This design comes from an exercise in tuning for small area on the open sky130 flow, not from production work. The RTL was checked by simulation tests, not by an equivalence proof against the original design. Power figures rest on the tool's default switching activity, not on a simulated workload. The clock port is modelled as an ideal driver; clocking choices that lean on that would not hold on a real chip.

Setup of yarrow:
==> flow/design.v <==
module reg_bank_wb #(
    parameter logic [31:0] SP_INIT = 32'd227,
    parameter logic        BYPASS  = 1'b1
) (
    input  logic        clk,
    input  logic        reset,
    input  logic        reg_write,
    input  logic [4:0]  read_reg1,
    input  logic [4:0]  read_reg2,
    input  logic [4:0]  write_reg,
    input  logic [31:0] write_data,
    output logic [31:0] read_data1,
    output logic [31:0] read_data2,
    output logic [15:0] wr_count
);
    logic [31:0] regs [1:31];
    logic        wr_accept;
    logic        fwd1, fwd2;
    assign wr_accept = reg_write & ~reset & (write_reg != 5'd0);
    logic [31:0] wd_zero, wd_sp;
    logic [31:1] wen;
    assign wd_zero = write_data & {32{~reset}};
    assign wd_sp   = reset ? SP_INIT : write_data;
    always_comb begin
        for (int i = 1; i < 32; i++) begin
            wen[i] = reset | (wr_accept && write_reg == 5'(i));
        end
    end
    for (genvar i = 1; i < 32; i++) begin : g_reg
        always_ff @(posedge clk) begin
            if (wen[i]) regs[i] <= (i == 29) ? wd_sp : wd_zero;
        end
    end
    always_ff @(posedge clk) begin
        if (reset) begin
            wr_count <= '0;
        end else if (wr_accept) begin
            wr_count <= wr_count + 16'd1;
        end
    end
    assign fwd1 = BYPASS && wr_accept && (read_reg1 == write_reg);
    assign fwd2 = BYPASS && wr_accept && (read_reg2 == write_reg);
    logic [31:0] rd1_arr, rd2_arr;
    always_comb begin
        rd1_arr = '0;
        rd2_arr = '0;
        for (int i = 1; i < 32; i++) begin
            rd1_arr = rd1_arr | ({32{read_reg1 == 5'(i)}} & regs[i]);
            rd2_arr = rd2_arr | ({32{read_reg2 == 5'(i)}} & regs[i]);
        end
    end
    assign read_data1 = fwd1 ? write_data : rd1_arr;
    assign read_data2 = fwd2 ? write_data : rd2_arr;
endmodule
export LEC_CHECK = 0
export CAP_MARGIN = 20
export CORE_MARGIN = 2
export CORE_UTILIZATION = 50
export CTS_BUF_LIST = sky130_fd_sc_hd__clkbuf_16
export CTS_CLUSTER_DIAMETER = 100
export CTS_CLUSTER_SIZE = 25
export SLEW_MARGIN = 20
create_clock -name core_clock -period 6.5 [get_ports {clk}]
standard.sh (not shown) runs the stock make flow with config.mk's settings and CLKGATE_MAP_FILE= SYNTH_SCRIPT=/design/flow/synth_recipe.tcl, a recipe that flattens the netlist after the stock synthesis.
==> flow/flow/run.sh <==
#!/bin/bash
# Standard synthesis, then the combinational logic re-mapped by hand
# (gen_netlist.py keeps the standard synthesis's registers, names and cell
# types), then the standard layout flow from that netlist, with unit-size
# port buffers and a clock tree of larger sink clusters.
set -euo pipefail
R=$PWD/orfs/results/$FLOW_PLATFORM/reg_bank_wb/base
bash standard.sh "$R/1_2_yosys.v" > synth.log 2>&1
cp "$R/1_2_yosys.v" std_netlist.v
python3 flow/gen_netlist.py std_netlist.v hand_netlist.v > gen.log 2>&1
cp hand_netlist.v "$R/1_2_yosys.v"
bash standard.sh finish \
  "BUFFER_PORTS_ARGS=-buffer_cell sky130_fd_sc_hd__buf_1" \
  "CTS_ARGS=-sink_clustering_enable -repair_clock_nets -buf_list sky130_fd_sc_hd__clkbuf_16 -sink_clustering_size 28 -sink_clustering_max_diameter 100 -dont_use_dummy_load" \
  > layout.log 2>&1
Other scripts of this flow, unchanged in this note and not shown: flow/flow/gen_netlist.py
Inputs modified between yarrow and fjord:
Settings: swapping 50 for 70 in CORE_UTILIZATION; swapping 25 for 32 in CTS_CLUSTER_SIZE.
--- a/flow/flow/run.sh
+++ b/flow/flow/run.sh
@@ -12,4 +12,4 @@
 bash standard.sh finish \
   "BUFFER_PORTS_ARGS=-buffer_cell sky130_fd_sc_hd__buf_1" \
-  "CTS_ARGS=-sink_clustering_enable -repair_clock_nets -buf_list sky130_fd_sc_hd__clkbuf_16 -sink_clustering_size 28 -sink_clustering_max_diameter 100 -dont_use_dummy_load" \
+  "CTS_ARGS=-sink_clustering_enable -repair_clock_nets -buf_list sky130_fd_sc_hd__clkbuf_16 -sink_clustering_size 32 -sink_clustering_max_diameter 100 -dont_use_dummy_load" \
   > layout.log 2>&1
==> comparison <==
- Worst hold slack after final layout essentially unchanged between yarrow and fjord.
- Summary of fjord over yarrow: worst path setup slack after routing lost 84 ps; fraction of final layout cells sized beyond drive strength 1 shows a reduction of 0.76 points.
- The filler cell count of fjord falls short of that of yarrow by 2979.
- Met1 usage (higher): fjord
- Detailed-route wire length in fjord is 8.3% lower than in yarrow
- Against yarrow, fjord comes in 2.3 MHz lower on maximum frequency.
- Destination of the critical timing path = read_data2[24]: yarrow; destination of the critical timing path = read_data2[25]: fjord
- Taking fjord as 1.0, yarrow lands at 1.13 on clock buffer count from CTS.
- Sequential share of layout area: lower on yarrow
- Summary of fjord over yarrow: standby leakage power down 0.000094 uW, final setup skew saw an increase.

## port drivers added, routing unchanged
The flow's constraints put no driver on any port. The routed layouts listed below were extracted and timed again, unchanged, in two steps.
Step 1: set_driving_cell puts a clkbuf_16 on clk and a buf_2 on each other input, an assumption about the parent block.
Step 2 also shifts input and output timing later by t, the mid clock arrival at the registers, as if the neighbouring blocks saw the same clock.
a / b / c = ideal / step 1 / step 2; a / b = the first two.
run | shift t [ns] | setup WS [ns] | worst setup path after step 2
yarrow | 0.684 | 0.474 / 0.453 / 0.453 | input to output
fjord | 0.662 | 0.389 / 0.364 / 0.364 | input to output
After both steps every run listed still meets setup and hold. For fjord, which loses most, drivers alone change the setup slack by -0.025 ns; drivers and shift together by -0.025 ns.
